Optimization exercise on an open flow, not production practice.
RTL: at most simulated, not proved equivalent.
Function not checked: runs 1 and 6.
Power: default activity.

==> flow/design.v <==
package ahbl_pkg;
  localparam logic [1:0] HTRANS_IDLE   = 2'b00;
  localparam logic [1:0] HTRANS_BUSY   = 2'b01;
  localparam logic [1:0] HTRANS_NONSEQ = 2'b10;
  localparam logic [1:0] HTRANS_SEQ    = 2'b11;
  typedef enum logic [1:0] {
    StIdle = 2'd0,
    StFill = 2'd1,
    StResp = 2'd2
  } cache_state_e;
  function automatic logic htrans_active(input logic [1:0] htrans);
    case (htrans)
      HTRANS_NONSEQ, HTRANS_SEQ: htrans_active = 1'b1;
      HTRANS_IDLE, HTRANS_BUSY:  htrans_active = 1'b0;
      default:                   htrans_active = 1'b0;
    endcase
  endfunction
endpackage
module xip_line_cache_store #(
  parameter int unsigned NUM_LINES  = 16,
  parameter int unsigned LINE_WORDS = 4
) (
  input  logic                          clk_i,
  input  logic                          we_i,
  input  logic [NUM_LINES-1:0]          widx_i,    
  input  logic [LINE_WORDS-1:0]         wword_i,   
  input  logic [31:0]                   wdata_i,
  input  logic [$clog2(NUM_LINES)-1:0]  ridx_i,
  input  logic [$clog2(LINE_WORDS)-1:0] rword_i,
  output logic [31:0]                   rdata_o
);
  localparam int unsigned N = NUM_LINES * LINE_WORDS;
  logic [31:0] data_q [N];
  logic [N-1:0] rsel;
  for (genvar l = 0; l < NUM_LINES; l++) begin : g_line
    for (genvar w = 0; w < LINE_WORDS; w++) begin : g_word
      always_ff @(posedge clk_i) begin
        if (we_i & widx_i[l] & wword_i[w]) begin
          data_q[l * LINE_WORDS + w] <= wdata_i;
        end
      end
    end
  end
  assign rsel = N'(1) << {ridx_i, rword_i};
  always_comb begin
    rdata_o = '0;
    for (int k = 0; k < N; k++) begin
      rdata_o = rdata_o | (data_q[k] & {32{rsel[k]}});
    end
  end
endmodule
module xip_line_cache_ahbl #(
  parameter int unsigned NUM_LINES  = 16,
  parameter int unsigned LINE_WORDS = 4,
  parameter int unsigned ADDR_W     = 24
) (
  input  logic        HCLK,
  input  logic        HRESETn,
  input  logic        HSEL,
  input  logic [31:0] HADDR,
  input  logic [1:0]  HTRANS,
  input  logic        HWRITE,
  input  logic        HREADY,
  output logic        HREADYOUT,
  output logic [31:0] HRDATA,
  output logic        HRESP,
  output logic        M_HSEL,
  output logic [31:0] M_HADDR,
  output logic [1:0]  M_HTRANS,
  input  logic        M_HREADY,
  input  logic [31:0] M_HRDATA,
  input  logic        flush
);
  localparam int unsigned OFF_W  = $clog2(LINE_WORDS);
  localparam int unsigned IDX_W  = $clog2(NUM_LINES);
  localparam int unsigned TAG_W  = ADDR_W - OFF_W - IDX_W - 2;
  localparam int unsigned LINE_W = TAG_W + IDX_W;
  logic              accept, rd;
  logic [OFF_W-1:0]  a_word;
  logic [IDX_W-1:0]  a_idx;
  logic [TAG_W-1:0]  a_tag;
  logic [LINE_W-1:0] a_line;
  logic              unused_addr;
  assign unused_addr = ^{HADDR[31:ADDR_W], HADDR[1:0]};
  assign accept = HSEL & ahbl_pkg::htrans_active(HTRANS) & HREADY;
  assign rd     = accept & ~HWRITE;
  assign a_word = HADDR[OFF_W+1:2];
  assign a_idx  = HADDR[OFF_W+IDX_W+1:OFF_W+2];
  assign a_tag  = HADDR[ADDR_W-1:OFF_W+IDX_W+2];
  assign a_line = HADDR[ADDR_W-1:OFF_W+2];
  logic [TAG_W-1:0]     tag_q [NUM_LINES];
  logic [NUM_LINES-1:0] valid_q;
  logic                  gen_q;
  logic [IDX_W-1:0]      cur_idx_q;
  logic [LINE_WORDS-1:0] arrived_q;
  logic                  m_act_q;
  logic [LINE_W-1:0]     m_line_q;
  logic [OFF_W-1:0]      m_word_q;
  logic                  m_gen_q;
  logic                  pend_q;      
  logic                  dp_act_q;
  logic [IDX_W-1:0]      dp_idx_q;
  logic [OFF_W-1:0]      dp_word_q;
  logic [NUM_LINES-1:0]  dp_idx_oh_q;    
  logic [LINE_WORDS-1:0] dp_word_oh_q;
  logic                  dp_gen_q;
  logic                  wait_q;      
  logic [OFF_W-1:0]      wword_q;     
  logic [LINE_W-1:0]     line_q;      
  logic [31:0]           rdata_q;
  logic        tag_hit, arriving, bypass, word_ok, miss, m_free, fwd;
  logic [31:0] st_rdata;
  assign tag_hit  = valid_q[a_idx] & ~flush & (tag_q[a_idx] == a_tag);
  assign arriving = M_HREADY & dp_act_q & (dp_gen_q == gen_q);
  assign bypass   = arriving & (cur_idx_q == a_idx) & (dp_word_q == a_word);
  assign word_ok  = (cur_idx_q != a_idx) | arrived_q[a_word] | bypass;
  assign miss     = rd & ~tag_hit;
  assign m_free   = ~m_act_q | (M_HREADY & (m_word_q == OFF_W'(LINE_WORDS - 1)));
  xip_line_cache_store #(
    .NUM_LINES  (NUM_LINES),
    .LINE_WORDS (LINE_WORDS)
  ) u_store (
    .clk_i   (HCLK),
    .we_i    (M_HREADY & dp_act_q),
    .widx_i  (dp_idx_oh_q),
    .wword_i (dp_word_oh_q),
    .wdata_i (M_HRDATA),
    .ridx_i  (a_idx),
    .rword_i (a_word),
    .rdata_o (st_rdata)
  );
  always_ff @(posedge HCLK) begin
    if (rd) begin
      tag_q[a_idx] <= a_tag;
    end
  end
  always_ff @(posedge HCLK or negedge HRESETn) begin
    if (!HRESETn) begin
      valid_q <= '0;
    end else begin
      if (flush) begin
        valid_q <= '0;
      end
      if (rd) begin
        valid_q[a_idx] <= 1'b1;
      end
    end
  end
  assign fwd = wait_q & arriving & (dp_word_q == wword_q);
  always_ff @(posedge HCLK) begin
    rdata_q <= (wait_q | bypass) ? M_HRDATA : st_rdata;
  end
  always_ff @(posedge HCLK or negedge HRESETn) begin
    if (!HRESETn) begin
      wait_q  <= 1'b0;
      wword_q <= '0;
      line_q  <= '0;
    end else if (HREADY) begin
      wait_q  <= rd & ~(tag_hit & word_ok);
      wword_q <= a_word;
      line_q  <= a_line;
    end else if (fwd) begin
      wait_q  <= 1'b0;
    end
  end
  assign HREADYOUT = ~wait_q;
  assign HRDATA    = rdata_q;
  assign HRESP     = 1'b0;
  always_ff @(posedge HCLK or negedge HRESETn) begin
    if (!HRESETn) begin
      gen_q     <= 1'b0;
      cur_idx_q <= '0;
      arrived_q <= '1;
    end else if (miss) begin
      gen_q     <= ~gen_q;
      cur_idx_q <= a_idx;
      arrived_q <= '0;
    end else if (arriving) begin
      arrived_q[dp_word_q] <= 1'b1;
    end
  end
  always_ff @(posedge HCLK or negedge HRESETn) begin
    if (!HRESETn) begin
      m_act_q  <= 1'b0;
      m_line_q <= '0;
      m_word_q <= '0;
      m_gen_q  <= 1'b0;
      pend_q   <= 1'b0;
    end else begin
      if (m_free) begin
        m_act_q  <= miss | pend_q;
        m_line_q <= pend_q ? line_q : a_line;
        m_word_q <= '0;
        m_gen_q  <= pend_q ? gen_q : ~gen_q;
        pend_q   <= 1'b0;
      end else begin
        if (M_HREADY) begin
          m_word_q <= m_word_q + OFF_W'(1);
        end
        if (miss) begin
          pend_q <= 1'b1;
        end
      end
    end
  end
  always_ff @(posedge HCLK or negedge HRESETn) begin
    if (!HRESETn) begin
      dp_act_q  <= 1'b0;
      dp_idx_q  <= '0;
      dp_word_q <= '0;
      dp_gen_q  <= 1'b0;
      dp_idx_oh_q  <= '0;
      dp_word_oh_q <= '0;
    end else if (M_HREADY) begin
      dp_act_q  <= m_act_q;
      dp_idx_q  <= m_line_q[IDX_W-1:0];
      dp_word_q <= m_word_q;
      dp_gen_q  <= m_gen_q;
      dp_idx_oh_q  <= NUM_LINES'(1) << m_line_q[IDX_W-1:0];
      dp_word_oh_q <= LINE_WORDS'(1) << m_word_q;
    end
  end
  assign M_HSEL   = m_act_q;
  assign M_HTRANS = m_act_q ? ahbl_pkg::HTRANS_NONSEQ : ahbl_pkg::HTRANS_IDLE;
  assign M_HADDR  = {{(32 - ADDR_W){1'b0}}, m_line_q, m_word_q, 2'b00};
endmodule
==> flow/run.sh <==
#!/bin/bash
# synth_recipe.tcl (not shown) runs the flow's synth.tcl, then flattens the netlist and writes it again
# the make line also repeats each setting of config.mk as NAME=value (left out here)
make -C /OpenROAD-flow-scripts/flow DESIGN_CONFIG=/design/flow/config.mk WORK_HOME=/design/flow/orfs CLKGATE_MAP_FILE= SYNTH_SCRIPT=/design/flow/synth_recipe.tcl finish
==> flow/config.mk <==
export PLATFORM = sky130hd
export DESIGN_NAME = xip_line_cache_ahbl
export DESIGN_NICKNAME = xip_line_cache_ahbl
export VERILOG_FILES = /design/flow/design.v
export SDC_FILE = /design/flow/constraint.sdc
export NUM_CORES = 4
export LEC_CHECK = 0
export ABC_CLOCK_PERIOD_IN_PS = 2600
export CAP_MARGIN = 20
export CORE_MARGIN = 2
export CORE_UTILIZATION = 40
export SETUP_SLACK_MARGIN = 2.9
export SLEW_MARGIN = 20
==> flow/constraint.sdc <==
create_clock -name core_clock -period 5.5 [get_ports {HCLK}]
set_input_delay 1.1000 -clock core_clock [delete_from_list [all_inputs] [get_ports {HCLK}]]
set_output_delay 1.1000 -clock core_clock [all_outputs]
set_load 0.01 [all_outputs]
==> flow_summary_export.csv, run 1 <==
group,metric,value,unit
timing,max_freq,328,MHz
detailed_routing,top_layer,"met5",
timing,slew_violations,0,
pwr,power.leakage,0.0367,µW
final_layout,final_area,0.111,mm²
detailed_routing,avgViaCountPerCell,6.70,
pwr,seqPwrFrac,0.532,
timing,fin_crit_sh,0.554,
global_route,grt_usage,0.323,
clock_network,clock_sinks,2433,
global_route,grt_pass1_wl,487000,µm
detailed_routing,wl,379000,µm
final_layout,seqCellArea,0.0723,mm²
clock_network,clkLatencyLatePin,0.92,ns
critical_path,worstPathCellList,"buf_16, mux4_2, mux4_2, xor2_1, or4_4, o31ai_4, buf_12, mux2_4",
timing,clock_skew,0.105,ns
detailed_routing,drc,0,
global_route,grt.overflow.total,0,
critical_path,startpoint_type,"input pin",
logic_synthesis,netlist_instances,4880,
final_layout,num-fill-cells,17700,
pwr,netSwitchingFraction,0.240,
detailed_routing,wl_per_cell,42.6,µm
pwr,power.density,361,mW/mm²
clock_network,h-tree-depth,4,
pwr,clkPwrFrac,0.392,
floorplan,initial_core_util,0.401,
detailed_routing,wl_met2,160000,µm
logic_synthesis,synth_edf_count,2304,
floorplan,die_w,476,µm
logic_synthesis,avgSynthCellArea,18.3,µm²
critical_path,critPathSlowestCell,"or4_4",
timing,finalSetupTns,0,ns
detailed_routing,drt-initial-drc-count,12700,
critical_path,crit_required,6.20,ns
status,outcome,"complete, no violations",
clock_network,cts_buffer_depth,3,
critical_path,crit_arrival,3.75,ns
floorplan,coreArea,0.222,mm²
final_layout,layout-drive-gt1-share,0.284,
pwr,combPwrFrac,0.077,
worst_hold_path,hp-class,"input pin to async pin",
clock_network,root_buffer,"clkbuf_16",
global_route,grt_antenna_before_repair,27,
global_route,grt_max_degree,70,
timing,final-hold-violation-count,0,
logic_synthesis,ys_seq_area_frac,0.811,
pwr,internal_power,30600,µW
detailed_routing,drt.antenna.violating_nets,0,
placement,hpwl,196000,µm
floorplan,fp-row-count,173,
detailed_routing,wl_met1,125000,µm
final_layout,mostFrequentLayoutCell,"edfxtp_1",
critical_path,worstSetupPathType,"input pin to flop",
critical_path,crit_path_end_kind,"flop",
final_layout,multi_input_area,0.0179,mm²
clock_network,cts_inserted_buffers,227,
detailed_routing,first_pass_iters,8,
global_route,first_global_vias,54300,
logic_synthesis,ys_seq_elements,2433,
detailed_routing,wl_met3,63300,µm
clock_network,path_clk_slew,0.06,ns
floorplan,dieArea,0.226,mm²
logic_synthesis,async_flop_share,0.0399,
critical_path,critical_path.max_fanout,8,
final_layout,area_delta_synth_final,25.0,%
placement,io_buffers,118,
timing,tightest_slew,1.35,ns
logic_synthesis,dominantRegCellSynth,"edfxtp_1",
critical_path,crit_path_max_incr_delay,0.58,ns
logic_synthesis,synth_cell_types,71,
pwr,irDropWorstVdd,0.354,mV
clock_network,cts_tree,"done",
timing,min_period,3.05,ns
placement,dpl_cell_area,0.0965,mm²
detailed_routing,vias,59700,
floorplan,io_pins,142,
logic_synthesis,yosysWarnings,3,
timing,setup_viol,0,
final_layout,mostFrequentLayoutCells,"2304 x edfxtp_1, 889 x a22oi_1, 412 x buf_4, 235 x clkbuf_16, 212 x nand2_1",
critical_path,crit_top_cell,"mux4_2",
timing,worst_slew_margin_rel,0.0984,
timing,rsz0062_at_grt,"yes",
pwr,switchingPower,9670,µW
floorplan,die_h,476,µm
flow_run,drv_cap,0,
logic_synthesis,syn_area,0.0891,mm²
final_layout,final_nets,5788,
placement,routabilityCongestion,0.871,
## cells in the mapped netlist (12+ instances only)
cell	count	area share
edfxtp_1	2304	0.78
a22oi_1	973	0.082
nand2_1	225	0.0095
nand4_1	173	0.012
clkbuf_1	128	0.0054
nor2_1	124	0.0052
dfrtp_1	93	0.026
buf_2	71	0.0040
and2_1	70	0.0049
mux2i_1	64	0.0072
nor3_1	49	0.0028
o21ai_0	49	0.0028
buf_1	48	0.0020
mux4_2	45	0.011
mux2_2	44	0.0056
nor4_1	43	0.0030
dfxtp_1	32	0.0072
inv_1	32	0.0013
a221oi_1	27	0.0027
a22o_1	24	0.0024
buf_4	23	0.0019
nand3_1	21	0.0012
a21oi_1	20	0.0011
xnor2_1	20	0.0020
xor2_1	16	0.0016
and3_1	12	0.00084
## worst paths after layout
| path | cells past startpoint | start | end | slack, ns |
|---|---|---|---|---|
| setup / recovery | 8 | HADDR[4] | cur_idx_q[1]$_DFFE_PN0P_ | 2.45 |
| hold / removal | 1 | HRESETn | m_line_q[13]$_DFFE_PN0N_ | 0.35 |
| setup reg to reg | 7 | tag_q[15][6]$_DFFE_PP_ | cur_idx_q[1]$_DFFE_PN0P_ | 2.49 |
| hold reg to reg | 2 | m_line_q[19]$_DFFE_PN0N_ | m_line_q[19]$_DFFE_PN0N_ | 0.48 |
| max in group asynchronous | 2 | HRESETn | arrived_q[0]$_DFFE_PN1P_ | 4.08 |
| min in group core_clock | 2 | m_line_q[19]$_DFFE_PN0N_ | m_line_q[19]$_DFFE_PN0N_ | 0.48 |
## state kept, by name (all words and copies together) (netlist names)
name and count:
u_store.data_q 2048, m_line_q 20, m_gen_q 1, dp_gen_q 1, pend_q 1, dp_word_oh_q 4, tag_q 256, gen_q 1
m_act_q 1, rdata_q 32, arrived_q 4, wait_q 1, dp_word_q 2, dp_idx_oh_q 16, line_q 20, cur_idx_q 4
valid_q 16, wword_q 2, m_word_q 2, dp_act_q 1
## layer usage
layer | GRT usage | up-vias
met1 | 0.408 | 30100
met2 | 0.466 | 6173
met3 | 0.117 | 1555
met5 | 0 | -
li1 | - | 21800
met4 | 0.212 | 24
## layout make-up
class / instances / area share
clock inverter: 128 / 0.0116
sequential: 2433 / 0.650
multi-input combinational: 2168 / 0.161
inverter: 32 / 0.00116
tap: 2975 / 0.0334
timing repair buffer: 844 / 0.0875
antenna: 18 / 0.000405
clock buffer: 299 / 0.0551
## worst max-delay path: cells and delay by family
kind / cells / cell delay (ns)
xor gates and xnor gates: 1 / 0.16
muxes: 3 / 1.29
and+or+nand+nor: 1 / 0.58
buffers and inverters: 2 / 0.31
AOI/OAI and AO/OA: 1 / 0.30
## per-stage QoR
step	worst slack [ns]	util	cells	power, µW	hold slack, ns
2_1_floorplan	1.78	-	4891	22700	0.449
3_3_place_gp	0.541	0.434	8012	24200	0.463
3_5_place_dp	0.543	0.435	8018	24300	0.473
4_1_cts	2.52	0.493	8790	39900	0.356
5_1_grt	2.40	0.502	8884	41000	0.419
6_report	2.45	0.502	8897	40200	0.350
## repair_timing
action	CTS	global route
endpoints found under the setup margin	2403	285
buffers inserted	321	73
gates cloned	24	14
hold buffers	0	0
pin swaps	173	149
gates resized for setup	630	178
## cells by family after synthesis
group | synth area share
flip-flops | 0.811
buffers and inverters | 0.0157
XOR/XNOR | 0.00354
AND/OR/NAND/NOR | 0.0452
adder cells (fa/ha/maj) | 0.00126
AO/OA/AOI/OAI | 0.0965
multiplexers | 0.0265
other | 0.0000421
## power by group through the flow
stage               Combinational, µW  Sequential, µW  Clock, µW
global placement                 2530           21700          0
detailed placement               2570           21700          0
finish                           3080           21400      15800
global route                     3140           21400      16400
floorplan                        1020           21600          0
CTS                              2880           21400      15700
==> run 2, diff against run 1 <==
--- a/flow/design.v
+++ b/flow/design.v
@@ -101,3 +101,2 @@
   logic                  dp_act_q;
-  logic [IDX_W-1:0]      dp_idx_q;
   logic [OFF_W-1:0]      dp_word_q;
@@ -112,3 +111,7 @@
   logic [31:0] st_rdata;
-  assign tag_hit  = valid_q[a_idx] & ~flush & (tag_q[a_idx] == a_tag);
+  logic [NUM_LINES-1:0] line_match;
+  for (genvar i = 0; i < NUM_LINES; i++) begin : g_match
+    assign line_match[i] = valid_q[i] & (tag_q[i] == a_tag) & (a_idx == IDX_W'(i));
+  end
+  assign tag_hit  = (|line_match) & ~flush;
   assign arriving = M_HREADY & dp_act_q & (dp_gen_q == gen_q);
@@ -123,3 +126,3 @@
     .clk_i   (HCLK),
-    .we_i    (M_HREADY & dp_act_q),
+    .we_i    (M_HREADY),
     .widx_i  (dp_idx_oh_q),
@@ -151,2 +154,5 @@
     rdata_q <= (wait_q | bypass) ? M_HRDATA : st_rdata;
+    if (HREADY) begin
+      line_q <= a_line;
+    end
   end
@@ -156,3 +162,2 @@
       wword_q <= '0;
-      line_q  <= '0;
     end else if (HREADY) begin
@@ -160,3 +165,2 @@
       wword_q <= a_word;
-      line_q  <= a_line;
     end else if (fwd) begin
@@ -184,3 +188,2 @@
       m_act_q  <= 1'b0;
-      m_line_q <= '0;
       m_word_q <= '0;
@@ -191,3 +194,2 @@
         m_act_q  <= miss | pend_q;
-        m_line_q <= pend_q ? line_q : a_line;
         m_word_q <= '0;
@@ -205,2 +207,7 @@
   end
+  always_ff @(posedge HCLK) begin
+    if (m_free) begin
+      m_line_q <= pend_q ? line_q : a_line;
+    end
+  end
   always_ff @(posedge HCLK or negedge HRESETn) begin
@@ -208,3 +215,2 @@
       dp_act_q  <= 1'b0;
-      dp_idx_q  <= '0;
       dp_word_q <= '0;
@@ -215,6 +221,5 @@
       dp_act_q  <= m_act_q;
-      dp_idx_q  <= m_line_q[IDX_W-1:0];
       dp_word_q <= m_word_q;
       dp_gen_q  <= m_gen_q;
-      dp_idx_oh_q  <= NUM_LINES'(1) << m_line_q[IDX_W-1:0];
+      dp_idx_oh_q  <= m_act_q ? NUM_LINES'(1) << m_line_q[IDX_W-1:0] : '0;
       dp_word_oh_q <= LINE_WORDS'(1) << m_word_q;
--- a/flow/config.mk
+++ b/flow/config.mk
@@ -7,7 +7,9 @@
 export LEC_CHECK = 0
-export ABC_CLOCK_PERIOD_IN_PS = 2600
+export ABC_CLOCK_PERIOD_IN_PS = 2500
 export CAP_MARGIN = 20
 export CORE_MARGIN = 2
-export CORE_UTILIZATION = 40
-export SETUP_SLACK_MARGIN = 2.9
+export CORE_UTILIZATION = 30
+export CTS_CLUSTER_DIAMETER = 80
+export CTS_CLUSTER_SIZE = 30
+export SETUP_SLACK_MARGIN = 3.0
 export SLEW_MARGIN = 20
==> run 2 against run 1 <==
  * Still clean on timing, DRC and antenna
  * Die area rose by 34%
  * Maximum frequency rose by 6.2%
  * Clock power fell by 35%
  * Non-clock buffer count fell by 97
  * Via count fell by 0.83%
  * Flip-flop and latch count did not move
  * Combinational power fell by 17%
  * Sequential power barely moved
  * First-iteration DRC count rose by 1.7%
  * Critical endpoint is now rdata_q[3]$_DFF_P_
  * Largest cell class unchanged
==> flow_summary_export.csv, run 2 <==
group,metric,value,unit
logic_synthesis,dominantRegCellSynth,"edfxtp_1",
clock_network,root_buffer,"clkbuf_16",
detailed_routing,drc,0,
timing,tightest_slew,1.30,ns
timing,min_period,2.87,ns
final_layout,top_regs,"u_store.data_q x2048, tag_q x256, rdata_q x32",
critical_path,startpoint_type,"input pin",
final_layout,area_delta_synth_final,20.2,%
timing,fin_ws,2.63,ns
global_route,grt_antenna_before_repair,36,
status,outcome,"complete, no violations",
detailed_routing,avgViaCountPerCell,6.15,
pwr,irDropWorstVdd,0.288,mV
timing,slew_violations,0,
logic_synthesis,synth_edf_count,2344,
detailed_routing,wl,374000,µm
clock_network,path_clk_slew,0.11,ns
critical_path,crit_arrival,3.56,ns
critical_path,crit_top_cell,"buf_12",
critical_path,worstPathCellList,"buf_12, or2b_4, buf_12, nor2_4, buf_6, a22oi_2, nand2_1, nor4_4, or4b_4, o32a_1",
floorplan,initial_core_util,0.302,
floorplan,die_h,551,µm
logic_synthesis,synthTopCellsByArea,"edfxtp_1 78%, a22oi_1 7.7%, xor2_1 2.1%",
critical_path,rr_endpoint,"u_store.data_q[56][22]$_DFFE_PP_",
flow_run,drv_cap,0,
clock_network,cts_buffer_depth,3,
logic_synthesis,synth_cell_types,68,
global_route,grt_pass1_wl,479000,µm
pwr,power.density,316,mW/mm²
timing,holdWs,0.444,ns
clock_network,ctsHoldBuffers,0,
logic_synthesis,netlist.area_leader.share,0.785,
critical_path,crit_path_max_incr_delay,0.57,ns
global_route,grt.overflow.total,0,
placement,io_buffers,118,
logic_synthesis,yosys.area.top_type,"edfxtp_1",
critical_path,ff2ff_path_depth,2,
final_layout,final_nets,5650,
timing,setup_viol,0,
timing,max_freq,349,MHz
pwr,netSwitchingFraction,0.243,
placement,routabilityCongestion,0.840,
floorplan,fp-row-count,200,
placement,hpwl,188000,µm
logic_synthesis,ys_seq_elements,2433,
critical_path,crit_required,6.19,ns
critical_path,critical_path.max_fanout,7,
critical_path,cp-startpoint,"HADDR[6]",
global_route,grt_usage,0.234,
clock_network,clkLatencyLatePin,0.84,ns
pwr,seqPwrFrac,0.627,
pwr,internal_power,25800,µW
timing,fin_crit_sh,0.521,
logic_synthesis,netlist_instances,4970,
floorplan,coreArea,0.297,mm²
detailed_routing,drt-initial-drc-count,12900,
global_route,grt_max_degree,66,
global_route,first_global_vias,52900,
timing,worst_slew_margin_rel,0.134,
clock_network,clock_sinks,2433,
critical_path,r2r_setup_slack,2.91,ns
logic_synthesis,avgSynthCellArea,18.0,µm²
placement,dp_slack,0.344,ns
final_layout,seqCellArea,0.0725,mm²
detailed_routing,wl_per_cell,38.9,µm
detailed_routing,first_pass_iters,8,
critical_path,crit_end,"rdata_q[3]$_DFF_P_",
final_layout,multi_input_area,0.0183,mm²
critical_path,worstSetupPathType,"input pin to flop",
logic_synthesis,async_flop_share,0.0234,
logic_synthesis,ys_seq_area_frac,0.808,
floorplan,die_w,551,µm
worst_hold_path,hp-class,"input pin to async pin",
critical_path,critPathSlowestCell,"or4b_4",
timing,clock_skew,0.112,ns
final_layout,largest_register_ffs,2048,
final_layout,layout-drive-gt1-share,0.242,
clock_network,cts_inserted_buffers,103,
logic_synthesis,ys_top_cells_by_count,"2344 x edfxtp_1, 920 x a22oi_1, 218 x xor2_1",
final_layout,regMostFlops,"u_store.data_q",
clock_network,h-tree-depth,3,
pwr,clkPwrFrac,0.299,
final_layout,mostFrequentLayoutCells,"2344 x edfxtp_1, 835 x a22oi_1, 387 x buf_4, 217 x xor2_1, 180 x nand4_1",
logic_synthesis,yosysMostFrequentCell,"edfxtp_1",
timing,final-hold-violation-count,0,
pwr,combPwrFrac,0.075,
logic_synthesis,syn_area,0.0897,mm²
critical_path,crit_path_end_kind,"flop",
detailed_routing,vias,59200,
floorplan,io_pins,142,
critical_path,regToRegStartpoint,"dp_word_oh_q[0]$_DFFE_PN0P_",
detailed_routing,drt.antenna.violating_nets,0,
final_layout,mostFrequentLayoutCell,"edfxtp_1",
final_layout,num-fill-cells,27000,
timing,rsz0062_at_grt,"yes",
pwr,switchingPower,8310,µW
floorplan,dieArea,0.303,mm²
clock_network,cts_tree,"done",
logic_synthesis,yosysWarnings,3,
timing,finalSetupTns,0,ns
pwr,power.leakage,0.0339,µW
-- run 2: cell types whose count changed after synthesis, sizes merged, moves of 30 or more --
cell | before | now
xor2 | 16 | 218
and2 | 70 | 1
mux2i | 64 | 0
nand2 | 225 | 161
buf | 148 | 209
and3 | 12 | 70
a22oi | 973 | 920
clkbuf | 128 | 78
mux4 | 52 | 7
nor4 | 43 | 84
dfrtp | 93 | 53
edfxtp | 2304 | 2344
o21ai | 49 | 12
xnor2 | 20 | 50
-- run 2: worst min-delay path by stage --
stage	cells past startpoint	slack [ns]	end
after global placement	1	0.47	valid_q[15]$_DFF_PN0_
after CTS	2	0.42	valid_q[9]$_DFF_PN0_
after detailed placement	1	0.48	valid_q[15]$_DFF_PN0_
after floorplan	1	0.45	valid_q[14]$_DFF_PN0_
after global routing	2	0.48	valid_q[9]$_DFF_PN0_
final	2	0.44	valid_q[9]$_DFF_PN0_
-- run 2: worst max-delay path, delay by kind of cell --
kind,cells,cell delay [ns]
AOI/OAI and AO/OA,2,0.58
buffers and inverters,3,0.42
and+or+nand+nor,5,1.42
-- run 2: cell families (layout without fill, tap and decap cells) --
group	Yosys count	count (layout)	share of synthesized area
buffers and inverters	312	963	0.0171
AOI/OAI and AO/OA	1115	1115	0.0940
muxes	37	37	0.00552
DFF	2433	2433	0.808
adders and majority gates	9	9	0.00126
xor gates and xnor gates	268	268	0.0262
and+or+nand+nor	795	817	0.0480
other	1	37	0.0000418
-- run 2: cell type report --
| type | count | share of cell area |
|---|---|---|
| flip-flops and latches | 2433 | 0.673 |
| inverters | 25 | 0.000986 |
| multi-input cells | 2258 | 0.170 |
| clock inverters | 48 | 0.00712 |
| well taps | 3939 | 0.0457 |
| diodes | 25 | 0.000580 |
| clock buffers | 143 | 0.0259 |
| repair buffers | 747 | 0.0773 |
-- run 2: power by group through the flow --
stage / sequential (µW) / clock [µW] / combinational [µW]
detailed placement: 21700 / 0 / 2140
global placement: 21700 / 0 / 2110
CTS: 21300 / 10100 / 2340
finish: 21400 / 10200 / 2550
floorplan: 21500 / 0 / 901
global route: 21400 / 10700 / 2590
-- run 2: stage by stage --
| stage | std cells | utilization | power [µW] | cell area, µm² |
|---|---|---|---|---|
| after global routing | 9596 | 0.363 | 34700 | 108000 |
| after global placement | 8982 | 0.327 | 23800 | 97100 |
| after floorplan | 4981 | - | 22400 | 90400 |
| after CTS | 9481 | 0.355 | 33800 | 105000 |
| after detailed placement | 8993 | 0.328 | 23900 | 97400 |
| final | 9618 | 0.363 | 34100 | 108000 |
-- run 2: repair_timing --
item,CTS,global route
endpoints found under the setup margin,1625,264
cloned,25,10
pin swaps,168,135
setup buffers,272,100
gates resized for setup,617,242
-- run 2: metal layers --
layer  track usage  wire (µm)
met1         0.298     124000
met4         0.135      28800
met5       0.00719        566
met3        0.0823      63800
met2         0.343     157000
Testbench counts of run 2, summed over its fixed seeds: cycles 44,339, reads 24,000.
==> run 3, diff against run 2 <==
--- a/flow/config.mk
+++ b/flow/config.mk
@@ -10,3 +10,3 @@
 export CORE_MARGIN = 2
-export CORE_UTILIZATION = 30
+export CORE_UTILIZATION = 40
 export CTS_CLUSTER_DIAMETER = 80
==> run 3 against run 2 <==
  * Total power is 1.8% higher
  * Cell count shrank 9.9%
  * Core utilization up 12 points
  * First-iteration DRC count increased by 0.73%
  * Routed wire length is 0.15% higher
  * Largest power group unchanged
  * Flip-flop and latch count unchanged
  * Setup slack better by 0.15 ns
  * Clock-buffer cell count unchanged
  * Non-clock buffer count decreased by 6
  * Register-to-register slack better by 0.03 ns
  * Maximum frequency rose by 5.7%
  * Critical endpoint is now M_HTRANS[1]
  * Largest cell class unchanged
==> flow_summary_export.csv, run 3 <==
group,metric,value,unit
global_route,use_met3,0.118,
timing,rsz0062_at_grt,"yes",
timing,fin_crit_sh,0.493,
placement,hpwl,183000,µm
final_layout,mostFrequentLayoutCells,"2344 x edfxtp_1, 864 x a22oi_1, 371 x buf_4, 218 x xor2_1, 180 x nand4_1",
detailed_routing,first_pass_iters,9,
logic_synthesis,ys_seq_area_frac,0.808,
detailed_routing,drc,0,
critical_path,startpoint_type,"flop",
logic_synthesis,synth_cell_types,68,
final_layout,num-fill-cells,18500,
detailed_routing,avgViaCountPerCell,6.79,
critical_path,crit_required,4.40,ns
floorplan,dieArea,0.228,mm²
critical_path,critPathSlowestCell,"dfrtp_2",
global_route,met1_usage,0.410,
final_layout,largest_register_ffs,2048,
clock_network,cts_buffer_depth,3,
clock_network,root_buffer,"clkbuf_16",
pwr,internal_power,26100,µW
critical_path,critical_path.max_fanout,2,
logic_synthesis,synthTopCellsByArea,"edfxtp_1 78%, a22oi_1 7.7%, xor2_1 2.1%",
critical_path,crit_path_max_incr_delay,0.44,ns
final_layout,seqCellArea,0.0725,mm²
critical_path,crit_arrival,1.61,ns
timing,final-hold-violation-count,0,
global_route,grt.overflow.total,0,
pwr,seqPwrFrac,0.616,
critical_path,crit_path_end_kind,"output pin",
critical_path,path_delay_family,"flip-flops",
timing,slew_violations,0,
pwr,irDropWorstVdd,0.329,mV
placement,routabilityCongestion,0.847,
critical_path,worstPathCellList,"buf_6, buf_6, buf_6",
clock_network,cts_inserted_buffers,110,
floorplan,die_h,478,µm
clock_network,clkLatencyLatePin,0.87,ns
floorplan,die_w,478,µm
global_route,grt_pass1_wl,478000,µm
detailed_routing,wl_per_cell,43.2,µm
timing,min_period,2.71,ns
logic_synthesis,synth_edf_count,2344,
worst_hold_path,hp-class,"input pin to async pin",
final_layout,final_nets,5658,
global_route,top_usage_layer,"met2",
pwr,power.density,326,mW/mm²
logic_synthesis,avgSynthCellArea,18.0,µm²
status,outcome,"complete, no violations",
timing,tightest_slew,1.30,ns
timing,clock_skew,0.104,ns
logic_synthesis,netlist.area_leader.share,0.785,
final_layout,mostFrequentLayoutCell,"edfxtp_1",
final_layout,regMostFlops,"u_store.data_q",
detailed_routing,wl,374000,µm
clock_network,clock_sinks,2433,
global_route,first_global_vias,52300,
detailed_routing,drt-initial-drc-count,13000,
critical_path,path_buf_inv,3,
logic_synthesis,async_flop_share,0.0234,
logic_synthesis,yosysMostFrequentCell,"edfxtp_1",
detailed_routing,drt.antenna.violating_nets,0,
floorplan,initial_core_util,0.403,
final_layout,area_delta_synth_final,18.9,%
timing,worst_slew_margin_rel,0.131,
timing,max_freq,368,MHz
clock_network,ctsHoldBuffers,0,
global_route,grt_usage,0.312,
global_route,grt_antenna_before_repair,37,
logic_synthesis,dominantRegCellSynth,"edfxtp_1",
placement,io_buffers,118,
pwr,power.leakage,0.0341,µW
final_layout,top_regs,"u_store.data_q x2048, tag_q x256, rdata_q x32",
flow_run,drv_cap,0,
floorplan,coreArea,0.223,mm²
pwr,netSwitchingFraction,0.249,
logic_synthesis,syn_area,0.0897,mm²
final_layout,multi_input_area,0.0181,mm²
clock_network,cts_tree,"done",
detailed_routing,vias,58900,
timing,setup_viol,0,
pwr,p_total,34700,µW
critical_path,worstSetupPathType,"flop to output pin",
logic_synthesis,netlist_instances,4970,
clock_network,path_clk_slew,0.11,ns
timing,finalSetupTns,0,ns
logic_synthesis,yosys.area.top_type,"edfxtp_1",
pwr,clkPwrFrac,0.309,
pwr,combPwrFrac,0.074,
logic_synthesis,yosysWarnings,3,
global_route,grt_max_degree,121,
floorplan,io_pins,142,
final_layout,layout-drive-gt1-share,0.239,
critical_path,crit_top_cell,"buf_6",
floorplan,fp-row-count,173,
logic_synthesis,ys_top_cells_by_count,"2344 x edfxtp_1, 920 x a22oi_1, 218 x xor2_1",
global_route,met2_usage,0.449,
logic_synthesis,ys_seq_elements,2433,
clock_network,h-tree-depth,3,
pwr,switchingPower,8650,µW
## run 3: what timing repair did
item                        CTS  global route
pin swaps                   156           165
gates cloned                 32            12
gates resized for setup     570           267
buffers inserted            255           124
setup endpoints to repair  1558           638
## run 3: through the flow
step           utilization  instance area (µm²)  hold slack, ns  instances  setup WS, ns
6_report             0.479               107000           0.424       8667          2.79
5_1_grt              0.479               107000           0.491       8654          2.76
4_1_cts              0.467               104000           0.408       8510          2.74
3_5_place_dp         0.431                96000           0.481       8016         0.493
3_3_place_gp         0.431                95900           0.469       8014         0.476
2_1_floorplan            -                90400           0.455       4981          2.42
## run 3: final timing paths
kind	start	to	slack [ns]	cells after the start
worst max-delay path	m_act_q$_DFFE_PN0N_	M_HTRANS[1]	2.79	3
worst min-delay path	HRESETn	wword_q[1]$_DFFE_PN0P_	0.42	2
worst max register to register	gen_q$_DFFE_PN0P_	rdata_q[20]$_DFF_P_	2.94	7
worst min register to register	valid_q[7]$_DFF_PN0_	valid_q[7]$_DFF_PN0_	0.51	1
max in group asynchronous	HRESETn	dp_word_oh_q[1]$_DFFE_PN0P_	4.53	2
min in group core_clock	valid_q[7]$_DFF_PN0_	valid_q[7]$_DFF_PN0_	0.51	1
## run 3: power groups by stage
stage	clock (µW)	combinational [µW]	sequential (µW)
6_report	10800	2590	21400
5_1_grt	11300	2620	21400
4_1_cts	10700	2340	21400
3_5_place_dp	0	2120	21700
3_3_place_gp	0	2090	21700
2_1_floorplan	0	901	21500
## run 3: kinds of logic after synthesis
logic type                 after synthesis  share of synthesized area
and+or+nand+nor                        795                     0.0480
other                                    1                  0.0000418
muxes                                   37                    0.00552
xor gates and xnor gates               268                     0.0262
adders and majority gates                9                    0.00126
AOI/OAI and AO/OA                     1115                     0.0940
buffers and inverters                  312                     0.0171
DFF                                   2433                      0.808
## run 3: cell type report
| cell class | instances | area share |
|---|---|---|
| clock buffers | 143 | 0.0280 |
| repair buffers | 741 | 0.0768 |
| clock inverters | 64 | 0.00861 |
| multi-input cells | 2265 | 0.170 |
| diodes | 21 | 0.000493 |
| flip-flops and latches | 2433 | 0.680 |
| inverters | 25 | 0.00107 |
| well taps | 2975 | 0.0349 |
## run 3: worst register-to-register path: stages, from the launching register on
cell,delay [ns]
dfrtp_1,0.48
xnor2_1,0.17
nand3_1,0.23
nor3_4,0.12
a21o_1,0.31
a221oi_1,0.46
nand4_1,0.23
o32a_1,0.43
## run 3: metal layers
layer,part of all wire,routed length [µm]
met1,0.34,126000
met2,0.42,156000
met3,0.17,64900
met4,0.070,26200
met5,0.0015,557
==> run 4, diff against run 3 <==
--- a/flow/config.mk
+++ b/flow/config.mk
@@ -11,5 +11,5 @@
 export CORE_UTILIZATION = 40
-export CTS_CLUSTER_DIAMETER = 80
-export CTS_CLUSTER_SIZE = 30
-export SETUP_SLACK_MARGIN = 3.0
+export CTS_CLUSTER_DIAMETER = 60
+export CTS_CLUSTER_SIZE = 24
+export SETUP_SLACK_MARGIN = 2.7
 export SLEW_MARGIN = 20
==> run 4 against run 3 <==
  * Flip-flop and latch count is the same
  * Combinational power decreased by 8.1%
  * Maximum frequency shrank 8.2%
  * Core utilization shrank 1.1 points
  * Critical path type is now input pin to flop
==> flow_summary_export.csv, run 4 <==
group,metric,value,unit
final_layout,final_nets,5513,
timing,rsz0062_at_grt,"yes",
critical_path,worstSetupPathType,"input pin to flop",
detailed_routing,drc,0,
timing,finalSetupTns,0,ns
logic_synthesis,ys_top_cells_by_count,"2344 x edfxtp_1, 920 x a22oi_1, 218 x xor2_1",
logic_synthesis,ys_seq_area_frac,0.808,
logic_synthesis,synth_edf_count,2344,
detailed_routing,drt-initial-drc-count,12000,
timing,final-hold-violation-count,0,
final_layout,largest_register_ffs,2048,
timing,fin_crit_sh,0.537,
pwr,p_total,36500,µW
global_route,grt_pass1_wl,459000,µm
timing,max_freq,338,MHz
critical_path,crit_required,6.27,ns
timing,min_period,2.95,ns
clock_network,path_clk_slew,0.08,ns
critical_path,startpoint_type,"input pin",
logic_synthesis,yosysMostFrequentCell,"edfxtp_1",
clock_network,ctsHoldBuffers,0,
critical_path,regToRegStartpoint,"dp_word_oh_q[3]$_DFFE_PN0P_",
logic_synthesis,syn_area,0.0897,mm²
clock_network,clock_sinks,2433,
critical_path,crit_path_end_kind,"flop",
timing,slew_violations,0,
global_route,first_global_vias,51700,
clock_network,cts_tree,"done",
final_layout,layout-drive-gt1-share,0.188,
critical_path,cp-startpoint,"HADDR[5]",
detailed_routing,first_pass_iters,6,
clock_network,root_buffer,"clkbuf_16",
detailed_routing,wl,350000,µm
timing,tightest_slew,1.26,ns
timing,setup_viol,0,
flow_run,drv_cap,0,
logic_synthesis,yosysWarnings,3,
logic_synthesis,yosys.area.top_type,"edfxtp_1",
global_route,grt_usage,0.297,
clock_network,cts_inserted_buffers,154,
floorplan,die_w,478,µm
final_layout,num-fill-cells,18700,
detailed_routing,vias,56700,
timing,worst_slew_margin_rel,0.160,
clock_network,cts_buffer_depth,3,
final_layout,mostFrequentLayoutCells,"2344 x edfxtp_1, 915 x a22oi_1, 377 x buf_4, 218 x xor2_1, 180 x nand4_1",
logic_synthesis,netlist.area_leader.share,0.785,
logic_synthesis,synthTopCellsByArea,"edfxtp_1 78%, a22oi_1 7.7%, xor2_1 2.1%",
logic_synthesis,dominantRegCellSynth,"edfxtp_1",
floorplan,die_h,478,µm
detailed_routing,wl_per_cell,41.0,µm
floorplan,coreArea,0.223,mm²
floorplan,initial_core_util,0.403,
detailed_routing,drt.antenna.violating_nets,0,
clock_network,clkLatencyLatePin,0.88,ns
global_route,grt.overflow.total,0,
floorplan,fp-row-count,173,
critical_path,crit_top_cell,"buf_4",
logic_synthesis,synth_cell_types,68,
floorplan,io_pins,142,
pwr,power.density,350,mW/mm²
logic_synthesis,netlist_instances,4970,
pwr,irDropWorstVdd,0.312,mV
global_route,grt_max_degree,66,
critical_path,crit_path_max_incr_delay,0.62,ns
logic_synthesis,ys_seq_elements,2433,
final_layout,regMostFlops,"u_store.data_q",
clock_network,h-tree-depth,4,
final_layout,top_regs,"u_store.data_q x2048, tag_q x256, rdata_q x32",
critical_path,worstPathCellList,"buf_6, buf_4, nand4_1, buf_4, nor2_4, buf_4, a22oi_1, and4_1, nand4_1, nor4_1, a21oi_1",
final_layout,mostFrequentLayoutCell,"edfxtp_1",
critical_path,critical_path.max_fanout,16,
global_route,grt_antenna_before_repair,19,
final_layout,area_delta_synth_final,16.3,%
floorplan,dieArea,0.228,mm²
critical_path,crit_arrival,3.72,ns
placement,routabilityCongestion,0.867,
worst_hold_path,hp-class,"input pin to async pin",
status,outcome,"complete, no violations",
final_layout,fin_util,0.469,
pwr,power.leakage,0.0334,µW
logic_synthesis,async_flop_share,0.0234,
detailed_routing,avgViaCountPerCell,6.64,
placement,hpwl,197000,µm
placement,io_buffers,118,
logic_synthesis,avgSynthCellArea,18.0,µm²
critical_path,critPathSlowestCell,"nor2_4",
timing,clock_skew,0.0547,ns
[run 4: changes by cell type in the layout (fill, tap and decap cells not counted), moves of 42 or more]
cell	previous run	this run
and3_4	65	18
a22oi_1	864	915
buf_12	136	83
buf_6	121	25
buf_2	59	17
dlygate4sd2_1	0	54
a22oi_2	56	5
[run 4: final timing paths]
path	depth (start not counted)	end	slack (ns)
setup / recovery	11	rdata_q[14]$_DFF_P_	2.55
min in group core_clock	1	valid_q[14]$_DFF_PN0_	0.49
hold / removal	2	cur_idx_q[3]$_DFFE_PN0P_	0.40
setup reg to reg	2	u_store.data_q[43][22]$_DFFE_PP_	2.72
hold reg to reg	1	valid_q[14]$_DFF_PN0_	0.49
max in group asynchronous	2	m_act_q$_DFFE_PN0N_	4.57
[run 4: repair_timing]
| item | in CTS | in global routing |
|---|---|---|
| setup buffers | 112 | 35 |
| endpoints found under the setup margin | 663 | 323 |
| gates cloned | 3 | 3 |
| resized for setup | 198 | 56 |
| pin swaps | 47 | 15 |
[run 4: logic make-up after synthesis]
family | count (synthesis) | synth area share
other | 1 | 0.0000418
buffers and inverters | 312 | 0.0171
AO/OA/AOI/OAI | 1115 | 0.0940
XOR/XNOR | 268 | 0.0262
multiplexers | 37 | 0.00552
AND/OR/NAND/NOR | 795 | 0.0480
adder cells (fa/ha/maj) | 9 | 0.00126
flip-flops | 2433 | 0.808
[run 4: metal layers]
layer / wire length, µm / GRT usage / share of wire
met5: 144 / 0.000420 / 0.00041
met4: 20900 / 0.141 / 0.060
met3: 55300 / 0.0905 / 0.16
met2: 152000 / 0.441 / 0.43
met1: 122000 / 0.398 / 0.35
[run 4: critical path, delay by kind of cell]
| kind | cells | cell delay [ns] |
|---|---|---|
| and+or+nand+nor | 5 | 1.21 |
| buffers and inverters | 4 | 1.02 |
| AOI/OAI and AO/OA | 2 | 0.32 |
[run 4: layout make-up]
| type | count | area [µm²] | area share |
|---|---|---|---|
| timing repair buffer | 579 | 5640 | 0.0541 |
| clock inverter | 117 | 1500 | 0.0144 |
| clock buffer | 161 | 3910 | 0.0375 |
| sequential | 2433 | 72500 | 0.695 |
| inverter | 25 | 104 | 0.000996 |
| antenna | 10 | 25.0 | 0.000240 |
| multi-input combinational | 2238 | 16900 | 0.162 |
| tap | 2975 | 3720 | 0.0357 |
[run 4: stage by stage]
step           std cells  worst slack [ns]  hold slack, ns  area [µm²]
2_1_floorplan       4981              2.42           0.455       90100
3_3_place_gp        8093             0.373           0.471       96600
3_5_place_dp        8094             0.369           0.474       96600
4_1_cts             8487              2.55           0.378      103000
5_1_grt             8532              2.66           0.445      104000
6_report            8538              2.55           0.399      104000
[run 4: power breakdown]
| group | total (µW) | switching, µW | internal (µW) |
|---|---|---|---|
| Combinational | 2380 | 1720 | 666 |
| Sequential | 21200 | 272 | 20900 |
| Clock | 12900 | 6930 | 6010 |
==> run 5, diff against run 4 <==
--- a/flow/config.mk
+++ b/flow/config.mk
@@ -7,3 +7,3 @@
 export LEC_CHECK = 0
-export ABC_CLOCK_PERIOD_IN_PS = 2500
+export ABC_AREA = 1
 export CAP_MARGIN = 20
@@ -13,3 +13,3 @@
 export CTS_CLUSTER_SIZE = 24
-export SETUP_SLACK_MARGIN = 2.7
+export SETUP_SLACK_MARGIN = 3.0
 export SLEW_MARGIN = 20
==> run 5 against run 4 <==
  * Still clean
  * Setup slack better by 0.34 ns
  * Worst hold slack better by 0.0068 ns
  * Routed wire length up 12%
  * Via count up 17%
  * Die area up 4.3%
  * Largest power group unchanged
==> flow_summary_export.csv, run 5 <==
group,metric,value,unit
logic_synthesis,yosysMostFrequentCell,"edfxtp_1",
logic_synthesis,dominantRegCellSynth,"edfxtp_1",
logic_synthesis,synth_cell_types,53,
final_layout,layout-drive-gt1-share,0.192,
final_layout,layoutNonFillerInstCount,10800,
detailed_routing,drt.antenna.violating_nets,0,
critical_path,critical_path.max_fanout,8,
pwr,irDropWorstVdd,0.316,mV
floorplan,dieArea,0.238,mm²
status,outcome,"complete, no violations",
detailed_routing,avgViaCountPerCell,6.13,
timing,max_freq,382,MHz
logic_synthesis,avgSynthCellArea,13.4,µm²
clock_network,root_buffer,"clkbuf_16",
final_layout,mostFrequentLayoutCell,"edfxtp_1",
floorplan,initial_core_util,0.402,
global_route,grt.overflow.total,0,
logic_synthesis,syn_area,0.0935,mm²
pwr,power.leakage,0.0400,µW
clock_network,path_clk_slew,0.09,ns
timing,final-hold-violation-count,0,
critical_path,crit_path_end_kind,"flop",
critical_path,ff2ff_path_depth,10,
pwr,power.density,330,mW/mm²
placement,hpwl,214000,µm
final_layout,final_nets,7692,
logic_synthesis,yosysWarnings,3,
global_route,grt_usage,0.318,
critical_path,crit_arrival,3.39,ns
logic_synthesis,synthTopCellsByArea,"edfxtp_1 75%, nand2_1 8.1%, nor2_1 2.6%",
timing,fin_crit_sh,0.475,
critical_path,startpoint_type,"input pin",
floorplan,die_h,488,µm
logic_synthesis,synth_edf_count,2344,
floorplan,io_pins,142,
final_layout,mostFrequentLayoutCells,"2344 x edfxtp_1, 1987 x nand2_1, 461 x nor2_1, 370 x buf_4, 324 x inv_1",
placement,io_buffers,118,
global_route,grt_max_degree,66,
logic_synthesis,netlist.area_leader.share,0.752,
final_layout,final_area,0.113,mm²
logic_synthesis,netlist_instances,6962,
detailed_routing,drt-initial-drc-count,12300,
detailed_routing,vias,66300,
placement,dpl_cell_area,0.102,mm²
timing,worst_slew_margin_rel,0.243,
timing,setup_viol,0,
timing,finalSetupTns,0,ns
critical_path,r2r_setup_slack,3.29,ns
logic_synthesis,ys_seq_area_frac,0.775,
logic_synthesis,ys_top_cells_by_count,"2344 x edfxtp_1, 2031 x nand2_1, 639 x nor2_1",
clock_network,h-tree-depth,4,
logic_synthesis,ys_seq_elements,2433,
global_route,grt_pass1_wl,508000,µm
clock_network,cts_buffer_depth,3,
clock_network,clkLatencyLatePin,0.91,ns
clock_network,cts_tree,"done",
global_route,grt_antenna_before_repair,36,
timing,clock_skew,0.0734,ns
worst_hold_path,hp-class,"input pin to async pin",
detailed_routing,first_pass_iters,6,
timing,tightest_slew,1.14,ns
floorplan,coreArea,0.233,mm²
detailed_routing,wl,392000,µm
flow_run,drv_cap,0,
critical_path,crit_required,6.27,ns
timing,rsz0062_at_grt,"yes",
global_route,first_global_vias,58100,
critical_path,worstSetupPathType,"input pin to flop",
placement,routabilityCongestion,0.904,
final_layout,regMostFlops,"u_store.data_q",
detailed_routing,drc,0,
logic_synthesis,yosys.area.top_type,"edfxtp_1",
final_layout,num-fill-cells,19700,
clock_network,cts_inserted_buffers,157,
final_layout,largest_register_ffs,2048,
timing,slew_violations,0,
final_layout,area_delta_synth_final,20.8,%
floorplan,die_w,488,µm
floorplan,fp-row-count,177,
placement,numPlacedInstances,10200,
logic_synthesis,async_flop_share,0.0234,
clock_network,clock_sinks,2433,
final_layout,top_regs,"u_store.data_q x2048, tag_q x256, rdata_q x32",
final_layout,seqCellArea,0.0725,mm²
detailed_routing,wl_per_cell,36.2,µm
critical_path,regToRegStartpoint,"cur_idx_q[2]$_DFFE_PN0P_",
final_layout,multi_input_area,0.0207,mm²
critical_path,rr_endpoint,"rdata_q[2]$_DFF_P_",
timing,min_period,2.61,ns
[run 5: cell count changes after synthesis, moves of 83 or more]
cell / change
o21ai_0: +169
a22oi_1: -757
a211oi_1: +83
nand3_1: +120
nand2_1: +1870
nor2_1: +507
xor2_1: -179
nand4_1: -83
inv_1: +322
[run 5: how the worst max path moves through the flow]
stage / start / end / cells past startpoint
6_report: HADDR[2] / rdata_q[8]$_DFF_P_ / 17
3_3_place_gp: HADDR[3] / rdata_q[30]$_DFF_P_ / 13
4_1_cts: m_act_q$_DFFE_PN0N_ / M_HSEL / 2
5_1_grt: m_act_q$_DFFE_PN0N_ / M_HSEL / 2
2_1_floorplan: M_HREADY / u_store.data_q[32][0]$_DFFE_PP_ / 3
3_5_place_dp: HADDR[3] / rdata_q[30]$_DFF_P_ / 13
[run 5: per-stage QoR]
step	total power (µW)	setup WS, ns	util	hold WS [ns]
floorplan	22500	2.68	-	0.447
detailed placement	24100	0.638	0.437	0.477
global route	38100	2.84	0.486	0.449
global placement	24100	0.668	0.437	0.473
finish	37300	2.89	0.486	0.405
CTS	37100	2.65	0.477	0.390
[run 5: where the power goes]
part           internal, µW  switching, µW
logic                   803           2220
registers             20900            219
clock network          6130           7060
total                 27800           9500
[run 5: cell families (layout without fill, tap and decap cells)]
logic type,Yosys count,after routing,share of synthesized area
AOI/OAI and AO/OA,680,680,0.0525
buffers and inverters,648,1410,0.0299
adders and majority gates,9,9,0.00120
and+or+nand+nor,3105,3107,0.134
other,1,48,0.0000401
xor gates and xnor gates,85,85,0.00796
muxes,1,1,0.000120
DFF,2433,2433,0.775
[run 5: area by class of cell]
type,instances,area share
clock buffers,169,0.0358
inverters,385,0.0162
repair inverters,3,0.000199
repair buffers,736,0.0752
diodes,36,0.000797
flip-flops and latches,2433,0.642
multi-input cells,3894,0.183
well taps,3043,0.0337
clock inverters,117,0.0131
[run 5: what timing repair did]
item / CTS / global route
hold buffers: 0 / 0
buffers inserted: 217 / 91
gates cloned: 10 / 6
gates resized for setup: 630 / 261
pin swaps: 88 / 94
setup endpoints to repair: 2195 / 346
[run 5: critical path, cell delays in order]
cell       delay (ns)
buf_12           0.11
buf_8            0.14
nor2_4           0.06
buf_4            0.14
nand3_4          0.09
nor2_4           0.07
buf_12           0.13
clkbuf_16        0.20
buf_16           0.19
nand2_1          0.07
nand2_1          0.06
a211oi_2         0.33
nand2_2          0.17
nor2_1           0.15
nand3_1          0.13
nor2_2           0.17
nor2_1           0.06
[run 5: per-layer routing]
layer  track usage  share of wire  up-vias
met3         0.106           0.15     1343
met1         0.411           0.35    32900
met5             0         0.0012        -
met2         0.466           0.43     6027
met4         0.190          0.071       26
li1              -              -    26100
==> run 6, diff against run 5 <==
--- a/flow/design.v
+++ b/flow/design.v
@@ -77,3 +77,3 @@
   localparam int unsigned LINE_W = TAG_W + IDX_W;
-  logic              accept, rd;
+  logic              accept, rd_raw, rd;
   logic [OFF_W-1:0]  a_word;
@@ -85,3 +85,4 @@
   assign accept = HSEL & ahbl_pkg::htrans_active(HTRANS) & HREADY;
-  assign rd     = accept & ~HWRITE;
+  assign rd_raw = HSEL & ahbl_pkg::htrans_active(HTRANS) & ~HWRITE;
+  assign rd     = rd_raw & HREADY;
   assign a_word = HADDR[OFF_W+1:2];
@@ -100,2 +101,3 @@
   logic                  pend_q;      
+  logic                  early_q;     
   logic                  dp_act_q;
@@ -109,3 +111,3 @@
   logic [31:0]           rdata_q;
-  logic        tag_hit, arriving, bypass, word_ok, miss, m_free, fwd;
+  logic        tag_hit, arriving, bypass, word_ok, miss, m_free, fwd, early;
   logic [31:0] st_rdata;
@@ -121,2 +123,3 @@
   assign m_free   = ~m_act_q | (M_HREADY & (m_word_q == OFF_W'(LINE_WORDS - 1)));
+  assign early    = fwd & rd_raw & ~tag_hit & m_free & ~pend_q;
   xip_line_cache_store #(
@@ -191,5 +194,7 @@
       pend_q   <= 1'b0;
+      early_q  <= 1'b0;
     end else begin
+      early_q <= early;
       if (m_free) begin
-        m_act_q  <= miss | pend_q;
+        m_act_q  <= miss | pend_q | early;
         m_word_q <= '0;
@@ -201,3 +206,3 @@
         end
-        if (miss) begin
+        if (miss & ~early_q) begin
           pend_q <= 1'b1;
--- a/flow/config.mk
+++ b/flow/config.mk
@@ -7,9 +7,8 @@
 export LEC_CHECK = 0
-export ABC_AREA = 1
 export CAP_MARGIN = 20
 export CORE_MARGIN = 2
-export CORE_UTILIZATION = 40
-export CTS_CLUSTER_DIAMETER = 60
-export CTS_CLUSTER_SIZE = 24
-export SETUP_SLACK_MARGIN = 3.0
+export CORE_UTILIZATION = 45
+export CTS_CLUSTER_DIAMETER = 70
+export CTS_CLUSTER_SIZE = 28
+export SETUP_SLACK_MARGIN = 2.9
 export SLEW_MARGIN = 20
==> run 6 against run 5 <==
  * Cell count fell by 22%
  * Clock skew rose by 0.0074 ns
  * Synthesized cell count fell by 28%
  * Critical path depth fell by 15
  * First-iteration DRC count rose by 5.1%
  * Core utilization rose by 6.1 points
  * Critical endpoint is now u_store.data_q[59][25]$_DFFE_PP_
  * Largest cell class unchanged
  * Largest power group unchanged
==> flow_summary_export.csv, run 6 <==
group,metric,value,unit
status,outcome,"complete, no violations",
logic_synthesis,ys_top_cells_by_count,"2344 x edfxtp_1, 681 x a22oi_1, 186 x nand4_1",
placement,dp_slack,0.498,ns
timing,min_period,3.08,ns
logic_synthesis,yosysMostFrequentCell,"edfxtp_1",
pwr,power.leakage,0.0349,µW
critical_path,crit_arrival,3.62,ns
logic_synthesis,synth_edf_count,2344,
clock_network,cts_inserted_buffers,118,
logic_synthesis,synthTopCellsByArea,"edfxtp_1 78%, a22oi_1 5.7%, xor2_1 1.6%",
global_route,first_global_vias,52800,
final_layout,final_nets,5763,
logic_synthesis,yosys.area.top_type,"edfxtp_1",
clock_network,cts_tree,"done",
flow_run,drv_cap,0,
floorplan,coreArea,0.199,mm²
timing,tightest_slew,1.28,ns
pwr,power.density,319,mW/mm²
logic_synthesis,avgSynthCellArea,18.1,µm²
timing,slew_violations,0,
detailed_routing,first_pass_iters,9,
critical_path,critical_path.max_fanout,20,
final_layout,top_regs,"u_store.data_q x2048, tag_q x256, rdata_q x32",
clock_network,cts_buffer_depth,3,
logic_synthesis,netlist_instances,4991,
global_route,grt_antenna_before_repair,37,
clock_network,h-tree-depth,3,
final_layout,multi_input_area,0.0190,mm²
global_route,grt.overflow.total,0,
timing,max_freq,324,MHz
final_layout,largest_register_ffs,2048,
detailed_routing,drt-initial-drc-count,12900,
pwr,irDropWorstVdd,0.285,mV
timing,holdWs,0.456,ns
detailed_routing,wl,376000,µm
logic_synthesis,async_flop_share,0.0238,
timing,rsz0062_at_grt,"yes",
final_layout,mostFrequentLayoutCell,"edfxtp_1",
global_route,grt_max_degree,66,
global_route,grt_usage,0.345,
detailed_routing,vias,59600,
final_layout,seqCellArea,0.0725,mm²
floorplan,die_w,452,µm
critical_path,crit_required,6.03,ns
critical_path,startpoint_type,"flop",
logic_synthesis,netlist.area_leader.share,0.780,
clock_network,path_clk_slew,0.10,ns
detailed_routing,drt.antenna.violating_nets,0,
logic_synthesis,dominantRegCellSynth,"edfxtp_1",
logic_synthesis,yosysWarnings,3,
global_route,grt_pass1_wl,473000,µm
floorplan,fp-row-count,164,
timing,fin_crit_sh,0.561,
timing,clock_skew,0.0808,ns
clock_network,clock_sinks,2434,
pwr,p_total,34800,µW
critical_path,crit_end,"u_store.data_q[59][25]$_DFFE_PP_",
detailed_routing,avgViaCountPerCell,7.04,
detailed_routing,drc,0,
logic_synthesis,synth_cell_types,74,
critical_path,rr_endpoint,"u_store.data_q[59][25]$_DFFE_PP_",
timing,final-hold-violation-count,0,
logic_synthesis,ys_seq_area_frac,0.803,
timing,fin_ws,2.42,ns
detailed_routing,wl_per_cell,44.5,µm
clock_network,clkLatencyLatePin,0.86,ns
worst_hold_path,hp-class,"input pin to async pin",
critical_path,worstSetupPathType,"flop to flop",
critical_path,ff2ff_path_depth,2,
floorplan,die_h,452,µm
placement,hpwl,187000,µm
final_layout,final_area,0.109,mm²
placement,dpl_cell_area,0.0969,mm²
final_layout,layout-drive-gt1-share,0.251,
logic_synthesis,syn_area,0.0902,mm²
timing,worst_slew_margin_rel,0.149,
placement,routabilityCongestion,0.842,
floorplan,dieArea,0.204,mm²
critical_path,crit_path_end_kind,"flop",
logic_synthesis,ys_seq_elements,2434,
floorplan,initial_core_util,0.452,
final_layout,num-fill-cells,15300,
clock_network,root_buffer,"clkbuf_16",
critical_path,r2r_setup_slack,2.42,ns
critical_path,regToRegStartpoint,"dp_word_oh_q[3]$_DFFE_PN0P_",
critical_path,cp-startpoint,"dp_word_oh_q[3]$_DFFE_PN0P_",
floorplan,io_pins,142,
final_layout,area_delta_synth_final,20.9,%
clock_network,ctsHoldBuffers,0,
final_layout,mostFrequentLayoutCells,"2344 x edfxtp_1, 623 x a22oi_1, 394 x buf_4, 191 x buf_12, 186 x nand4_1",
timing,setup_viol,0,
placement,io_buffers,118,
timing,finalSetupTns,0,ns
final_layout,regMostFlops,"u_store.data_q",
## run 6: changes by cell type after synthesis, sizes merged, moves of 94 or more
cell / before / now
nand2: 2038 / 68
a22oi: 163 / 681
nor2: 652 / 142
inv: 377 / 43
o21ai: 185 / 28
xor2: 39 / 164
nor4: 2 / 96
## run 6: layer usage
metal	global-route usage	wire, µm	share of wire
met1	0.472	128000	0.34
met2	0.497	157000	0.42
met3	0.112	65300	0.17
met4	0.169	26500	0.070
met5	0	231	0.00061
## run 6: worst max-delay path, stage by stage, from the launching register on
cell and delay, ns:
dfrtp_1 1.15, and3_2 1.18, buf_4 0.46
## run 6: cells by family after synthesis
logic type / share of synthesized area
compound gates: 0.0955
mux: 0.00523
simple gates: 0.0513
fa+ha+maj: 0.00125
other cells: 0.0000416
xor+xnor: 0.0263
flops: 0.803
buf+inv: 0.0171
## run 6: through the flow
step	cells	util
after floorplan	5002	-
after global placement	7757	0.486
after detailed placement	7760	0.486
after CTS	8267	0.530
after global routing	8439	0.547
final	8458	0.547
## run 6: area by class of cell
type                       count  share of cell area
clock buffer                 152              0.0291
clock inverter                68             0.00747
multi-input combinational   2249               0.174
sequential                  2434               0.665
inverter                      43             0.00165
timing repair inverter         1           0.0000459
antenna                       21            0.000482
timing repair buffer         834              0.0918
tap                         2656              0.0305
## run 6: report_power, final
group	leakage, µW	internal, µW	switching, µW	total [µW]
Clock	0.00191	4390	6380	10800
Sequential	0.0221	20900	408	21300
Combinational	0.0108	871	1850	2720
Total	0.0349	26200	8630	34800
## run 6: how the worst min path moves through the flow
stage,end,slack [ns],startpoint,depth (start not counted)
finish,m_word_q[0]$_DFFE_PN0P_,0.46,HRESETn,2
global route,pend_q$_DFFE_PN0P_,0.48,early_q$_DFF_PN0_,1
CTS,valid_q[14]$_DFF_PN0_,0.42,HRESETn,2
detailed placement,pend_q$_DFFE_PN0P_,0.42,early_q$_DFF_PN0_,1
global placement,pend_q$_DFFE_PN0P_,0.40,early_q$_DFF_PN0_,1
floorplan,pend_q$_DFFE_PN0P_,0.40,early_q$_DFF_PN0_,1
## run 6: timing repair
item,CTS,global route
setup buffers,274,143
endpoints found under the hold margin,0,0
gates cloned,13,24
setup endpoints to repair,1012,363
pin swaps,147,223
resized for setup,432,287
==> run 7, diff against run 6 <==
--- a/flow/design.v
+++ b/flow/design.v
@@ -129,3 +129,3 @@
     .clk_i   (HCLK),
-    .we_i    (M_HREADY),
+    .we_i    (1'b1),
     .widx_i  (dp_idx_oh_q),
--- a/flow/config.mk
+++ b/flow/config.mk
@@ -9,6 +9,6 @@
 export CORE_MARGIN = 2
-export CORE_UTILIZATION = 45
-export CTS_CLUSTER_DIAMETER = 70
-export CTS_CLUSTER_SIZE = 28
-export SETUP_SLACK_MARGIN = 2.9
+export CORE_UTILIZATION = 40
+export CTS_CLUSTER_DIAMETER = 80
+export CTS_CLUSTER_SIZE = 30
+export SETUP_SLACK_MARGIN = 2.8
 export SLEW_MARGIN = 20
==> run 7 against run 6 <==
  * Critical path depth is 10 higher
  * Flip-flop and latch count stayed put
  * Via count is 1.8% lower
  * Sequential power is 2% higher
  * Still clean
  * Sequential share of layout area is 2.0 points higher
  * Largest power group unchanged
  * Combinational power is 17% higher
==> flow_summary_export.csv, run 7 <==
group,metric,value,unit
detailed_routing,wl,360000,µm
floorplan,die_w,480,µm
critical_path,cp-startpoint,"HADDR[4]",
logic_synthesis,yosysWarnings,3,
timing,min_period,2.87,ns
final_layout,final_nets,5822,
logic_synthesis,muxShareOfSynthArea,0.00555,
placement,io_buffers,118,
detailed_routing,vias,58500,
timing,finalSetupTns,0,ns
floorplan,fp-row-count,174,
timing,slew_violations,0,
final_layout,layout-drive-gt1-share,0.192,
logic_synthesis,synth_top_family_by_area,"compound AO/OA/AOI/OAI gates",
clock_network,cts_inserted_buffers,109,
final_layout,mostFrequentLayoutCells,"2344 x edfxtp_1, 953 x a22oi_1, 391 x buf_4, 284 x nand2_1, 174 x nand4_1",
detailed_routing,drt.antenna.violating_nets,0,
timing,fin_crit_sh,0.523,
clock_network,path_clk_slew,0.11,ns
floorplan,io_pins,142,
logic_synthesis,ys_seq_elements,2434,
floorplan,dieArea,0.230,mm²
critical_path,worstSetupPathType,"input pin to flop",
logic_synthesis,dominantRegCellSynth,"edfxtp_1",
flow_run,drv_cap,0,
clock_network,clock_sinks,2434,
logic_synthesis,yosysMostFrequentCell,"edfxtp_1",
logic_synthesis,ys_top_cells_by_count,"2344 x edfxtp_1, 972 x a22oi_1, 287 x nand2_1",
worst_hold_path,hp-class,"input pin to async pin",
floorplan,initial_core_util,0.403,
clock_network,h-tree-depth,3,
detailed_routing,wl_per_cell,40.7,µm
status,outcome,"complete, no violations",
clock_network,cts_tree,"done",
logic_synthesis,netlist_instances,5216,
global_route,grt_usage,0.298,
floorplan,die_h,480,µm
detailed_routing,drc,0,
pwr,p_total,35300,µW
logic_synthesis,yosys.area_share.simple,0.0591,
detailed_routing,drt-initial-drc-count,11900,
critical_path,startpoint_type,"input pin",
detailed_routing,avgViaCountPerCell,6.62,
critical_path,regToRegStartpoint,"dp_word_oh_q[0]$_DFFE_PN0P_",
logic_synthesis,syn_area,0.0907,mm²
critical_path,critPathSlowestCell,"or4_4",
critical_path,crit_path_max_incr_delay,0.62,ns
global_route,grt_max_degree,66,
timing,tightest_slew,1.29,ns
logic_synthesis,synthXorXnorAreaFrac,0.0261,
critical_path,crit_required,6.20,ns
clock_network,ctsHoldBuffers,0,
logic_synthesis,synthAdderAreaFrac,0.00124,
logic_synthesis,async_flop_share,0.0238,
clock_network,root_buffer,"clkbuf_16",
logic_synthesis,synth_compound_area_frac,0.0907,
critical_path,crit_path_end_kind,"flop",
final_layout,num-fill-cells,18900,
logic_synthesis,avgSynthCellArea,17.4,µm²
global_route,grt.overflow.total,0,
clock_network,clkLatencyLatePin,0.85,ns
logic_synthesis,synth_cell_types,72,
detailed_routing,first_pass_iters,9,
final_layout,area_delta_synth_final,16.7,%
timing,max_freq,348,MHz
floorplan,coreArea,0.225,mm²
final_layout,largest_register_ffs,2048,
timing,setup_viol,0,
final_layout,mostFrequentLayoutCell,"edfxtp_1",
global_route,grt_pass1_wl,465000,µm
timing,rsz0062_at_grt,"yes",
run 7: cell types whose count changed in the layout (fill, tap and decap cells not counted), moves of 45 or more:
cell,previous run,this run
a22oi_1,623,953
nand2_1,65,284
a22o_1,143,9
buf_12,191,123
a221oi_1,78,11
a221oi_2,66,3
and3_4,53,0
nand3_1,83,33
buf_6,97,52
run 7: repair_timing:
action / 4_1_cts / 5_1_grt
pin swaps: 81 / 76
cloned: 6 / 11
resized for setup: 255 / 142
buffers inserted: 153 / 92
setup endpoints to repair: 288 / 190
run 7: final timing paths:
path	end	slack, ns	cells after the start
worst max-delay path	rdata_q[1]$_DFF_P_	2.63	12
worst min-delay path	wword_q[1]$_DFFE_PN0P_	0.42	2
max in group asynchronous	m_word_q[1]$_DFFE_PN0P_	4.52	2
worst min register to register	pend_q$_DFFE_PN0P_	0.46	1
worst max register to register	u_store.data_q[20][8]$_DFFE_PP_	2.68	2
min in group core_clock	pend_q$_DFFE_PN0P_	0.46	1
run 7: metal layers:
metal | track usage | share of wire | routed length (µm) | up-vias
li1 | - | - | - | 22000
met5 | 0 | 0.00015 | 54 | -
met3 | 0.0811 | 0.15 | 54400 | 1283
met2 | 0.450 | 0.43 | 156000 | 5529
met4 | 0.164 | 0.073 | 26400 | 8
met1 | 0.390 | 0.34 | 123000 | 29600
run 7: kinds of logic after synthesis:
kind of cell / count (synthesis)
AO/OA/AOI/OAI: 1100
AND/OR/NAND/NOR: 1036
flip-flops: 2434
buffers and inverters: 324
multiplexers: 42
XOR/XNOR: 270
adder cells (fa/ha/maj): 9
other: 1
run 7: power by group:
part	switching [µW]	internal, µW	total (µW)
Clock	6240	4180	10400
Combinational	2390	785	3180
Sequential	345	21400	21700
run 7: worst max-delay path: cells and delay by family:
kind / cells / cell delay, ns
compound gates: 2 / 0.26
buf+inv: 5 / 0.86
simple gates: 5 / 1.33
run 7: layout make-up:
type / count / area [µm²] / area share
multi-input combinational: 2469 / 18200 / 0.172
clock inverter: 58 / 841 / 0.00794
inverter: 42 / 171 / 0.00162
clock buffer: 137 / 2880 / 0.0272
sequential: 2434 / 72500 / 0.685
timing repair inverter: 1 / 7.51 / 0.0000709
tap: 2992 / 3740 / 0.0354
antenna: 16 / 40.0 / 0.000378
timing repair buffer: 683 / 7430 / 0.0702
run 7: through the flow:
stage	setup WS [ns]	cell area [µm²]	hold slack (ns)	utilization	instances
final	2.63	106000	0.423	0.470	8832
after floorplan	2.17	91300	0.396	-	5227
after global placement	0.618	97600	0.401	0.433	8351
after CTS	2.63	104000	0.415	0.461	8711
after detailed placement	0.588	97700	0.411	0.434	8357
after global routing	2.65	106000	0.464	0.470	8821
Testbench counts of run 7, summed over its fixed seeds: cycles 42,421, reads 24,000.
